Background: an optimization exercise with open tools, aiming at small area, a short achievable clock period and few clock cycles per item. Do not read the settings as production practice.
RTL that was checked went through simulation tests only; none was proved equivalent to the original.
Only the layout flow was run in run 2; the RTL was not checked for function there.
Power figures rest on the tool's default switching activity, not on a simulated workload.

==> flow/design.v (outline; a module is shown in full before it is edited, if it fits) <==
// module mulCore: 1393 lines
// module multiplierTop: 117 lines
module multiplierTop (
	input logic clk,
	input logic reset,
	input logic inValid,
	output logic inReady,
	input logic [35:0] inOperands,
	output logic outValid,
	input logic outReady,
	output logic [35:0] outProduct
);
  // ...
==> flow/run.sh <==
#!/bin/bash
# synth_recipe.tcl (not shown) runs the flow's synth.tcl, then flattens the netlist and writes it again
# the make line also repeats each setting of config.mk as NAME=value (left out here)
make -C /OpenROAD-flow-scripts/flow DESIGN_CONFIG=/design/flow/config.mk WORK_HOME=/design/flow/orfs CLKGATE_MAP_FILE= SYNTH_SCRIPT=/design/flow/synth_recipe.tcl finish
==> flow/config.mk <==
export PLATFORM = sky130hd
export DESIGN_NAME = multiplierTop
export DESIGN_NICKNAME = multiplierTop
export VERILOG_FILES = /design/flow/design.v
export SDC_FILE = /design/flow/constraint.sdc
export NUM_CORES = 4
export LEC_CHECK = 0
export CAP_MARGIN = 20
export CORE_MARGIN = 2
export CORE_UTILIZATION = 40
export CTS_CLUSTER_DIAMETER = 75
export CTS_CLUSTER_SIZE = 35
export SETUP_SLACK_MARGIN = 2.7
export SLEW_MARGIN = 20
==> flow/constraint.sdc <==
create_clock -name core_clock -period 5.0 [get_ports {clk}]
set_input_delay 1.0000 -clock core_clock [delete_from_list [all_inputs] [get_ports {clk}]]
set_output_delay 1.0000 -clock core_clock [all_outputs]
set_load 0.01 [all_outputs]
==> out/qor.yml, run 1 <==
finalPower_mw: 12.8
final_cell_count_no_fill: 2116
num-clock-buffers: 22
rsz0062_at_grt: "yes"
hold_path.class: "reg -> reg"
grt_most_used_layer: "met2"
synthTopCellsByArea: "edfxtp_1, fa_1, xnor2_1, a22oi_1, dfxtp_1"
synth_nets: 1579
drive_gt1_share_pct: 19.5
antenna_found_initial: 2
period_minus_slack_ps: 2270
status: "complete, no violations"
reg_top3: "backData: 72 flops, frontProd: 36 flops, skidData: 36 flops"
critPathKind: "reg -> reg"
maxPowerGroup: "sequential cells"
drt_iter0_markers: 818
critical_path.max_stage_delay_ps: 430
synth_compound_gate_area_share_pct: 9.71
cts_tree: "yes"
required_ps: 5390
pwr-share-seq_pct: 42.8
wl_met2_um: 18100
dr.max_layer_used: "met5"
tightestPinTransition_ps: 674
layout_commonest_cell: "edfxtp_1"
n_tap_cell: 607
ys_async_sr_fraction_pct: 0
leakage_nw: 8.72
seqCellArea_um2: 10300
cp.buffers_inverters: 1
hp-start: "backData[1][30]"
synth_top_area_share_pct: 50.1
overflow: 0
wl_met1_um: 17300
start_util_pct: 40.5
synth_top_family_by_area: "adder cells"
cp_cell_sequence: "ha_4 -> buf_4 -> a21o_2 -> a31o_2 -> a21oi_4 -> a21oi_2 -> a221o_1 -> a21oi_1"
Testbench counts, summed over its fixed seeds: cycles 32,048, items 32,000.
==> module multiplierTop, before the edit <==
module multiplierTop (
	input logic clk,
	input logic reset,
	input logic inValid,
	output logic inReady,
	input logic [35:0] inOperands,
	output logic outValid,
	input logic outReady,
	output logic [35:0] outProduct
);
	localparam int coreStages = 3;
	localparam int frontStages = coreStages + 1;
	localparam int backStages = mulPkg::capacity - frontStages - 1;
	localparam int width = mulPkg::productWidth;
	logic [frontStages:1] frontValid;
	logic [frontStages+1:1] frontReady;
	logic [width-1:0] coreProd;
	logic [width-1:0] frontProd;
	logic skidValid;
	logic [width-1:0] skidData;
	logic send;
	logic [width-1:0] backIn;
	logic [backStages:1] backValid;
	logic [backStages+1:1] backReady;
	logic [width-1:0] backData [backStages:1];
	assign frontReady[frontStages+1] = !skidValid;
	for (genvar k = 1; k <= frontStages; k++) begin : frontReadyChain
		assign frontReady[k] = !frontValid[k] || frontReady[k+1];
	end
	logic [frontStages:1] frontValidNext;
	logic skidValidNext;
	always_comb begin
		frontValidNext[1] = frontReady[1] ? inValid : frontValid[1];
		for (int k = 2; k <= frontStages; k++) begin
			frontValidNext[k] = frontReady[k] ? frontValid[k-1] : frontValid[k];
		end
		skidValidNext = skidValid ? !backReady[1] : (send && !backReady[1]);
	end
	always_ff @(posedge clk) begin
		if (reset) begin
			inReady <= 1'b1;
		end else begin
			inReady <= !(&frontValidNext) || !skidValidNext;
		end
	end
	always_ff @(posedge clk) begin
		if (reset) begin
			frontValid <= '0;
		end else begin
			if (frontReady[1]) begin
				frontValid[1] <= inValid;
			end
			for (int k = 2; k <= frontStages; k++) begin
				if (frontReady[k]) begin
					frontValid[k] <= frontValid[k-1];
				end
			end
		end
	end
	mulCore mulCore_inst (
		.clk(clk),
		.en(frontReady[coreStages:1]),
		.ops(inOperands),
		.prod(coreProd)
	);
	always_ff @(posedge clk) begin
		if (frontReady[frontStages]) begin
			frontProd <= coreProd;
		end
	end
	assign send = frontValid[frontStages] && !skidValid;
	assign backIn = skidValid ? skidData : frontProd;
	always_ff @(posedge clk) begin
		if (reset) begin
			skidValid <= 1'b0;
		end else if (skidValid) begin
			skidValid <= !backReady[1];
		end else begin
			skidValid <= send && !backReady[1];
		end
	end
	always_ff @(posedge clk) begin
		if (!skidValid) begin
			skidData <= frontProd;
		end
	end
	assign backReady[backStages+1] = outReady;
	for (genvar k = 1; k <= backStages; k++) begin : backReadyChain
		assign backReady[k] = !backValid[k] || backReady[k+1];
	end
	always_ff @(posedge clk) begin
		if (reset) begin
			backValid <= '0;
		end else begin
			if (backReady[1]) begin
				backValid[1] <= skidValid || send;
			end
			for (int k = 2; k <= backStages; k++) begin
				if (backReady[k]) begin
					backValid[k] <= backValid[k-1];
				end
			end
		end
	end
	always_ff @(posedge clk) begin
		if (backReady[1]) begin
			backData[1] <= backIn;
		end
		for (int k = 2; k <= backStages; k++) begin
			if (backReady[k]) begin
				backData[k] <= backData[k-1];
			end
		end
	end
	assign outValid = backValid[backStages];
	assign outProduct = backData[backStages];
endmodule
==> run 2, diff against run 1 <==
--- a/flow/design.v
+++ b/flow/design.v
@@ -483,17 +483,17 @@
 	wire w618;
 	wire w619;
 	wire w620;
 	wire w621;
 	wire w622;
 	wire w623;
 	wire w624;
 	wire w625;
-	wire [12:0] lo626;
+	wire [13:0] lo626;
 	reg r0_19;
 	reg r0_20;
 	reg r0_21;
 	reg r0_22;
 	reg r0_23;
 	reg r0_24;
 	reg r0_25;
 	reg r0_26;
@@ -690,17 +690,16 @@
 	reg r2_677;
 	reg r2_678;
 	reg r2_679;
 	reg r2_680;
 	reg r2_681;
 	reg r2_682;
 	reg r2_683;
 	reg r2_684;
-	reg r2_685;
 	assign w1 = ops[0];
 	assign w2 = ops[1] & ~ops[0];
 	assign w3 = ops[2] ^ ops[1];
 	assign w4 = (ops[3] & ~ops[2] & ~ops[1]) | (~ops[3] & ops[2] & ops[1]);
 	assign w5 = ops[4] ^ ops[3];
 	assign w6 = (ops[5] & ~ops[4] & ~ops[3]) | (~ops[5] & ops[4] & ops[3]);
 	assign w7 = ops[6] ^ ops[5];
 	assign w8 = (ops[7] & ~ops[6] & ~ops[5]) | (~ops[7] & ops[6] & ops[5]);
@@ -1168,17 +1167,17 @@
 	assign w618 = r1_497 ^ r1_498;
 	assign w619 = r1_497 & r1_498;
 	assign w620 = r1_499 ^ r1_500 ^ r1_501;
 	assign w621 = (r1_499 & r1_500) | (r1_499 & r1_501) | (r1_500 & r1_501);
 	assign w622 = r1_502 ^ r1_503;
 	assign w623 = r1_502 & r1_503;
 	assign w624 = 1'b1 ^ r1_505;
 	assign w625 = 1'b1 & r1_505;
-	assign lo626 = {1'b0, w525, w522, w518, w515, w513, w511, w509, r1_412, r1_409, r1_408, r1_407, r1_405} + {1'b0, w528, w524, w520, w516, w514, w512, w510, w508, 1'b0, 1'b0, 1'b0, r1_406};
+	assign lo626 = {1'b0, w529, w525, w522, w518, w515, w513, w511, w509, r1_412, r1_409, r1_408, r1_407, r1_405} + {1'b0, w532, w528, w524, w520, w516, w514, w512, w510, w508, 1'b0, 1'b0, 1'b0, r1_406};
 	always @(posedge clk) begin
 		if (en[0]) begin
 			r0_19 <= ops[18];
 			r0_20 <= ops[19];
 			r0_21 <= ops[20];
 			r0_22 <= ops[21];
 			r0_23 <= ops[22];
 			r0_24 <= ops[23];
@@ -1340,181 +1339,138 @@
 			r2_632 <= lo626[5];
 			r2_633 <= lo626[6];
 			r2_634 <= lo626[7];
 			r2_635 <= lo626[8];
 			r2_636 <= lo626[9];
 			r2_637 <= lo626[10];
 			r2_638 <= lo626[11];
 			r2_639 <= lo626[12];
-			r2_640 <= w529;
-			r2_641 <= w532;
-			r2_642 <= w536;
-			r2_643 <= w538;
-			r2_644 <= w542;
-			r2_645 <= w544;
-			r2_646 <= w545;
-			r2_647 <= w550;
-			r2_648 <= w551;
-			r2_649 <= w556;
-			r2_650 <= w557;
-			r2_651 <= w562;
-			r2_652 <= w563;
-			r2_653 <= w568;
-			r2_654 <= w574;
-			r2_655 <= w569;
-			r2_656 <= w575;
-			r2_657 <= w580;
-			r2_658 <= w586;
-			r2_659 <= w581;
-			r2_660 <= w587;
-			r2_661 <= w592;
-			r2_662 <= w598;
-			r2_663 <= w593;
-			r2_664 <= w599;
-			r2_665 <= w602;
-			r2_666 <= w606;
-			r2_667 <= w603;
-			r2_668 <= w607;
-			r2_669 <= w610;
-			r2_670 <= w614;
-			r2_671 <= w611;
-			r2_672 <= w615;
-			r2_673 <= w616;
-			r2_674 <= w618;
-			r2_675 <= w617;
-			r2_676 <= w619;
-			r2_677 <= w620;
-			r2_678 <= w622;
-			r2_679 <= w621;
-			r2_680 <= r1_504;
-			r2_681 <= w623;
-			r2_682 <= r1_506;
-			r2_683 <= w624;
-			r2_684 <= r1_507;
-			r2_685 <= w625;
-		end
-	end
-	wire [23:0] hiA = {1'b1, r2_684, r2_682, r2_680, r2_678, r2_676, r2_674, r2_672, r2_670, r2_668, r2_666, r2_664, r2_662, r2_660, r2_658, r2_656, r2_654, r2_652, r2_650, r2_648, r2_646, r2_644, r2_642, r2_640};
-	wire [23:0] hiB = {1'b0, r2_685, r2_683, r2_681, r2_679, r2_677, r2_675, r2_673, r2_671, r2_669, r2_667, r2_665, r2_663, r2_661, r2_659, r2_657, r2_655, r2_653, r2_651, r2_649, r2_647, r2_645, r2_643, r2_641};
-	wire [24:0] hiSum = {hiA, 1'b1} + {hiB, r2_639};
-	assign prod = {hiSum[24:1], r2_638, r2_637, r2_636, r2_635, r2_634, r2_633, r2_632, r2_631, r2_630, r2_629, r2_628, r2_627};
+			r2_640 <= lo626[13];
+			r2_641 <= w536;
+			r2_642 <= w538;
+			r2_643 <= w542;
+			r2_644 <= w544;
+			r2_645 <= w545;
+			r2_646 <= w550;
+			r2_647 <= w551;
+			r2_648 <= w556;
+			r2_649 <= w557;
+			r2_650 <= w562;
+			r2_651 <= w563;
+			r2_652 <= w568;
+			r2_653 <= w574;
+			r2_654 <= w569;
+			r2_655 <= w575;
+			r2_656 <= w580;
+			r2_657 <= w586;
+			r2_658 <= w581;
+			r2_659 <= w587;
+			r2_660 <= w592;
+			r2_661 <= w598;
+			r2_662 <= w593;
+			r2_663 <= w599;
+			r2_664 <= w602;
+			r2_665 <= w606;
+			r2_666 <= w603;
+			r2_667 <= w607;
+			r2_668 <= w610;
+			r2_669 <= w614;
+			r2_670 <= w611;
+			r2_671 <= w615;
+			r2_672 <= w616;
+			r2_673 <= w618;
+			r2_674 <= w617;
+			r2_675 <= w619;
+			r2_676 <= w620;
+			r2_677 <= w622;
+			r2_678 <= w621;
+			r2_679 <= r1_504;
+			r2_680 <= w623;
+			r2_681 <= r1_506;
+			r2_682 <= w624;
+			r2_683 <= r1_507;
+			r2_684 <= w625;
+		end
+	end
+	wire [22:0] hiA = {1'b1, r2_683, r2_681, r2_679, r2_677, r2_675, r2_673, r2_671, r2_669, r2_667, r2_665, r2_663, r2_661, r2_659, r2_657, r2_655, r2_653, r2_651, r2_649, r2_647, r2_645, r2_643, r2_641};
+	wire [22:0] hiB = {1'b0, r2_684, r2_682, r2_680, r2_678, r2_676, r2_674, r2_672, r2_670, r2_668, r2_666, r2_664, r2_662, r2_660, r2_658, r2_656, r2_654, r2_652, r2_650, r2_648, r2_646, r2_644, r2_642};
+	wire [23:0] hiSum = {hiA, 1'b1} + {hiB, r2_640};
+	assign prod = {hiSum[23:1], r2_639, r2_638, r2_637, r2_636, r2_635, r2_634, r2_633, r2_632, r2_631, r2_630, r2_629, r2_628, r2_627};
 endmodule
 `default_nettype wire
 `default_nettype none
 module multiplierTop (
 	input logic clk,
 	input logic reset,
 	input logic inValid,
 	output logic inReady,
 	input logic [35:0] inOperands,
 	output logic outValid,
 	input logic outReady,
 	output logic [35:0] outProduct
 );
 	localparam int coreStages = 3;
-	localparam int frontStages = coreStages + 1;
-	localparam int backStages = mulPkg::capacity - frontStages - 1;
+	localparam int stages = mulPkg::capacity - 1;
 	localparam int width = mulPkg::productWidth;
-	logic [frontStages:1] frontValid;
-	logic [frontStages+1:1] frontReady;
+	logic [stages:1] valid;
+	logic [stages+1:1] ready;
+	logic [35:0] coreIn;
+	logic coreInValid;
 	logic [width-1:0] coreProd;
-	logic [width-1:0] frontProd;
-	logic skidValid;
-	logic [width-1:0] skidData;
-	logic send;
-	logic [width-1:0] backIn;
-	logic [backStages:1] backValid;
-	logic [backStages+1:1] backReady;
-	logic [width-1:0] backData [backStages:1];
-	assign frontReady[frontStages+1] = !skidValid;
-	for (genvar k = 1; k <= frontStages; k++) begin : frontReadyChain
-		assign frontReady[k] = !frontValid[k] || frontReady[k+1];
-	end
-	logic [frontStages:1] frontValidNext;
-	logic skidValidNext;
-	always_comb begin
-		frontValidNext[1] = frontReady[1] ? inValid : frontValid[1];
-		for (int k = 2; k <= frontStages; k++) begin
-			frontValidNext[k] = frontReady[k] ? frontValid[k-1] : frontValid[k];
-		end
-		skidValidNext = skidValid ? !backReady[1] : (send && !backReady[1]);
-	end
-	always_ff @(posedge clk) begin
-		if (reset) begin
-			inReady <= 1'b1;
-		end else begin
-			inReady <= !(&frontValidNext) || !skidValidNext;
-		end
+	logic [width-1:0] prodReg [stages:coreStages+1];
+	assign ready[stages+1] = outReady;
+	for (genvar k = 1; k <= stages; k++) begin : readyChain
+		assign ready[k] = !valid[k] || ready[k+1];
 	end
-	always_ff @(posedge clk) begin
-		if (reset) begin
-			frontValid <= '0;
-		end else begin
-			if (frontReady[1]) begin
-				frontValid[1] <= inValid;
-			end
-			for (int k = 2; k <= frontStages; k++) begin
-				if (frontReady[k]) begin
-					frontValid[k] <= frontValid[k-1];
-				end
-			end
-		end
-	end
-	mulCore mulCore_inst (
-		.clk(clk),
-		.en(frontReady[coreStages:1]),
-		.ops(inOperands),
-		.prod(coreProd)
-	);
-	always_ff @(posedge clk) begin
-		if (frontReady[frontStages]) begin
-			frontProd <= coreProd;
-		end
-	end
-	assign send = frontValid[frontStages] && !skidValid;
-	assign backIn = skidValid ? skidData : frontProd;
+	logic skidValid;
+	logic [35:0] skidData;
+	assign inReady = !skidValid;
+	assign coreIn = skidValid ? skidData : inOperands;
+	assign coreInValid = skidValid || inValid;
 	always_ff @(posedge clk) begin
 		if (reset) begin
 			skidValid <= 1'b0;
 		end else if (skidValid) begin
-			skidValid <= !backReady[1];
+			skidValid <= !ready[1];
 		end else begin
-			skidValid <= send && !backReady[1];
+			skidValid <= inValid && !ready[1];
 		end
 	end
 	always_ff @(posedge clk) begin
 		if (!skidValid) begin
-			skidData <= frontProd;
+			skidData <= inOperands;
 		end
 	end
-	assign backReady[backStages+1] = outReady;
-	for (genvar k = 1; k <= backStages; k++) begin : backReadyChain
-		assign backReady[k] = !backValid[k] || backReady[k+1];
-	end
 	always_ff @(posedge clk) begin
 		if (reset) begin
-			backValid <= '0;
+			valid <= '0;
 		end else begin
-			if (backReady[1]) begin
-				backValid[1] <= skidValid || send;
+			if (ready[1]) begin
+				valid[1] <= coreInValid;
 			end
-			for (int k = 2; k <= backStages; k++) begin
-				if (backReady[k]) begin
-					backValid[k] <= backValid[k-1];
+			for (int k = 2; k <= stages; k++) begin
+				if (ready[k]) begin
+					valid[k] <= valid[k-1];
 				end
 			end
 		end
 	end
+	mulCore mulCore_inst (
+		.clk(clk),
+		.en(ready[(coreStages > 0 ? coreStages : 1):1]),
+		.ops(coreIn),
+		.prod(coreProd)
+	);
 	always_ff @(posedge clk) begin
-		if (backReady[1]) begin
-			backData[1] <= backIn;
+		if (ready[coreStages+1]) begin
+			prodReg[coreStages+1] <= coreProd;
 		end
-		for (int k = 2; k <= backStages; k++) begin
-			if (backReady[k]) begin
-				backData[k] <= backData[k-1];
+		for (int k = coreStages + 2; k <= stages; k++) begin
+			if (ready[k]) begin
+				prodReg[k] <= prodReg[k-1];
 			end
 		end
 	end
-	assign outValid = backValid[backStages];
-	assign outProduct = backData[backStages];
+	assign outValid = valid[stages];
+	assign outProduct = prodReg[stages];
 endmodule
 `default_nettype wire
==> flow/config.mk (replaced) <==
export PLATFORM = sky130hd
export DESIGN_NAME = multiplierTop
export DESIGN_NICKNAME = multiplierTop
export VERILOG_FILES = /design/flow/design.v
export SDC_FILE = /design/flow/constraint.sdc
export NUM_CORES = 4
export LEC_CHECK = 0
export CAP_MARGIN = 20
export CORE_MARGIN = 2
export CORE_UTILIZATION = 40
export CTS_CLUSTER_DIAMETER = 70
export CTS_CLUSTER_SIZE = 30
export SETUP_SLACK_MARGIN = 2.8
export SLEW_MARGIN = 20
export TNS_END_PERCENT = 0
==> out/qor.yml, run 2 <==
hold_path.class: "reg -> reg"  # unchanged
crit_top_cell: "o31a_1"
clock_latency_ps: 570  # was 560 ps
start_kind: "flop"  # unchanged
rrSetupSlack_ps: 2590  # was 2730 ps
fp.dieW_um: 221  # about the same
globalplace.congestion: 0.856  # was 0.862
wl_um: 37400  # was 39,000 um
grt_pass1_vias: 11178  # was 11,084
clock_path_buffers: 3  # unchanged
period_minus_slack_ps: 2410  # was 2270 ps
final_core_util_pct: 48.8  # about the same
overflow: 0  # unchanged
hold_depth: 0  # unchanged
cp_cell_sequence: "ha_4 -> nor2b_4 -> o31a_1 -> o31a_1 -> or3_4 -> a21o_1 -> xor2_1"  # was ha_4 -> buf_4 -> a21o_2 -> a31o_2 -> a21oi_4 -> a21oi_2 -> a221o_1 -> a21oi_1
synth_nets: 1591  # was 1,579
regMostFlops: "prodReg"  # was backData
critPathArrivalTime_ps: 2720  # was 2660 ps
hold_ws_ps: 413  # was 428 ps
clk_pin_slew_ps: 90  # was 100 ps
yosys_register_bits: 357  # was 359
critical_path.max_stage_delay_ps: 420  # was 430 ps
p_per_area_nw_per_um2: 540  # was 562 nW/um2
syn_area_per_cell_um2: 13.7  # was 13.8 um2
grt_usage_pct: 15.5  # was 15.9%
timing.fmax_mhz: 415  # was 441 MHz
tns_ps: 0  # unchanged
drive_gt1_share_pct: 16.1  # was 19.5%
clockRootBuffer: "clkbuf_16"  # unchanged
cts.sinks: 357  # was 359
via_count: 10898  # was 10,794
critPathMaxFanout: 4  # was 5
syn_inst: 1375  # was 1,363
area_delta_synth_final_pct: 20.7  # was 20.5%
synth_edf_count: 314  # was 315
layout_commonest_cell: "edfxtp_1"  # unchanged
tightestPinTransition_ps: 693  # was 674 ps
layout_common_cells: "edfxtp_1, a22oi_1, xnor2_1"  # was edfxtp_1, xnor2_1, a22oi_1
critPathKind: "reg -> reg"  # unchanged
start_util_pct: 40.5  # about the same
dpl.cell_count: 1972  # was 1,957
diodes: 0  # unchanged
slew_violations: 0  # unchanged
rsz0062_at_grt: "yes"  # unchanged
cap_violations: 0  # unchanged
netlist-cell-type-count: 53  # was 54
timing.rr.start: "mulCore_inst.r2_644"  # was mulCore_inst.r2_660
finClkSkew_ps: 30.4  # was 27.2 ps
portBuffers: 77  # unchanged
drt_iter0_markers: 599  # was 818
antenna_left: 0  # unchanged
setup.worst_path.start: "mulCore_inst.r2_644"  # was mulCore_inst.r2_660
required_ps: 5310  # was 5390 ps
antenna_found_initial: 0  # was 2
synth-main-ff-cell: "edfxtp_1"  # unchanged
dp.final_hpwl_um: 24200  # was 25,200 um
cts_buffers: 24  # was 21
slew_headroom_pct: 53.8  # was 55.1%
die_area_um2: 48800  # was 48,900 um2
status: "complete, no violations"  # unchanged
via_per_inst: 5.06  # was 5.10
setup_viol_count_final: 0  # unchanged
synth_top_area_share_pct: 50.1  # about the same
hp-start: "prodReg[4][18]"  # was backData[1][30]
core_area_um2: 46500  # was 46,600 um2
ir_drop_v: 0.000289  # was 0.000251 V
fp.dieH_um: 221  # about the same
wl_per_cell_um: 17.4  # was 18.4 um
final_cell_count_no_fill: 2155  # was 2,116
drc_errors: 0  # unchanged
syn-cell-area_um2: 18800  # was 18,900 um2
ys_async_sr_fraction_pct: 0  # unchanged
yosysWarnings: 3  # unchanged
yosysMostFrequentCell: "edfxtp_1"  # unchanged
cts_tree: "yes"  # unchanged
reg_top3: "prodReg: 108 flops, skidData: 36 flops, valid: 6 flops"  # was backData: 72 flops, frontProd: 36 flops, skidData: 36 flops
synthTopCellsByArea: "edfxtp_1, fa_1, xnor2_1, a22oi_1, dfxtp_1"  # unchanged
seq_area_frac_synth_pct: 54.7  # was 54.8%
fp-row-count: 79  # unchanged
yosysTopAreaCell: "edfxtp_1"  # unchanged
grt_max_degree: 59  # was 60
rr_worst_depth: 7  # was 8
largest_register_ffs: 108  # was 72
dr.pass1.iters: 8  # was 5
fin_crit_sh_pct: 48.2  # was 45.4%
h-tree-depth: 1  # unchanged
finalPower_mw: 12.3  # was 12.8 mW
cp-end-kind: "flop"  # unchanged
leakage_nw: 8.86  # was 8.72 nW
hold_violations: 0  # unchanged
grt_pass1_wl_um: 60800  # was 62,200 um
slowest_stage: "edfxtp_1"  # unchanged
ios: 78  # unchanged
final_net_count: 1747  # was 1,711
synth_common_cells: "edfxtp_1, a22oi_1, xnor2_1"  # unchanged
run 2: cell types whose count changed after synthesis, sizes merged, moves of 9 or more:
cell	change
inv	+20
mux2	-14
nor2	+9
nand2b	-10
mux2i	+12
nand3	+12
run 2: per-stage QoR:
stage	worst slack [ps]	area, um2
floorplan	2290	18800
global placement	1860	20100
detailed placement	1830	20100
CTS	2550	22600
global route	2500	22700
finish	2590	22700
run 2: area by class of cell:
| cell class | instances | area, um2 |
|---|---|---|
| well taps | 607 | 759 |
| multi-input cells | 787 | 7790 |
| fillers | 3999 | 23800 |
| clock buffers | 25 | 626 |
| flip-flops and latches | 357 | 10300 |
| inverters | 132 | 503 |
| clock inverters | 18 | 295 |
| repair buffers | 229 | 2420 |
run 2: path summary, 6_finish.rpt:
check / end
max: prodReg[4][26]
min: prodReg[5][18]
max reg2reg: prodReg[4][26]
min reg2reg: prodReg[5][18]
run 2: worst max-delay path: cells and delay by family (launching register included):
family / cells / cell delay (ps)
AOI/OAI and AO/OA: 3 / 800
and+or+nand+nor: 2 / 530
DFF: 1 / 420
adders and majority gates: 1 / 270
xor gates and xnor gates: 1 / 130
run 2: timing repair:
item,4_1_cts,5_1_grt
pin swaps,2,5
hold buffers,0,0
resized for setup,36,6
buffers inserted,134,6
endpoints found under the setup margin,331,268
run 2: cells by family (layout without fill, tap and decap cells):
family / count (synthesis) / in the layout / synth area share [%]
adder cells (fa/ha/maj): 176 / 176 / 16.3
AO/OA/AOI/OAI: 259 / 259 / 9.89
buffers and inverters: 231 / 404 / 4.72
multiplexers: 37 / 37 / 2.12
XOR/XNOR: 203 / 203 / 9.45
AND/OR/NAND/NOR: 112 / 112 / 2.84
flip-flops: 357 / 357 / 54.7
run 2: routing by layer:
layer	track usage [%]	share of wire [%]	vias to the layer above
li1	-	-	5166
met5	0	0	-
met2	24.8	46	370
met3	1.97	6.5	89
met4	5.89	2.9	0
met1	21.5	45	5273
run 2: power breakdown:
group	internal (mW)	switching, mW
registers	4.85	0.356
logic	2.30	2.54
clock network	1.07	1.15

[afterwards: timing with drivers on the ports]
The flow's constraints put no driver on any port. The routed layouts listed below were extracted and timed again, unchanged, in two steps.
Step 1 assumes that a clkbuf_16 drives the clock port and a buf_2 every other input.
Step 2 times the ports against the registers' clock, not the clock port: input delays grow and output delays shrink by t, the midpoint of the rising clock arrivals with the driver on.
Slacks: ideal / step 1 / step 2; pairs: ideal / step 1.
| run | t (ns) | slack for setup (ns) | hold WS [ns] |
|---|---|---|---|
| run 1 | 0.599 | 2.732 / 2.717 / 2.512 | 0.428 / 0.428 / 0.428 |
| run 2 | 0.603 | 2.588 / 2.550 / 2.054 | 0.413 / 0.413 / 0.413 |
After both steps setup and hold are still met in every run listed. For run 2, which loses most, drivers alone change the setup slack by -0.038 ns; drivers and shift together by -0.534 ns.
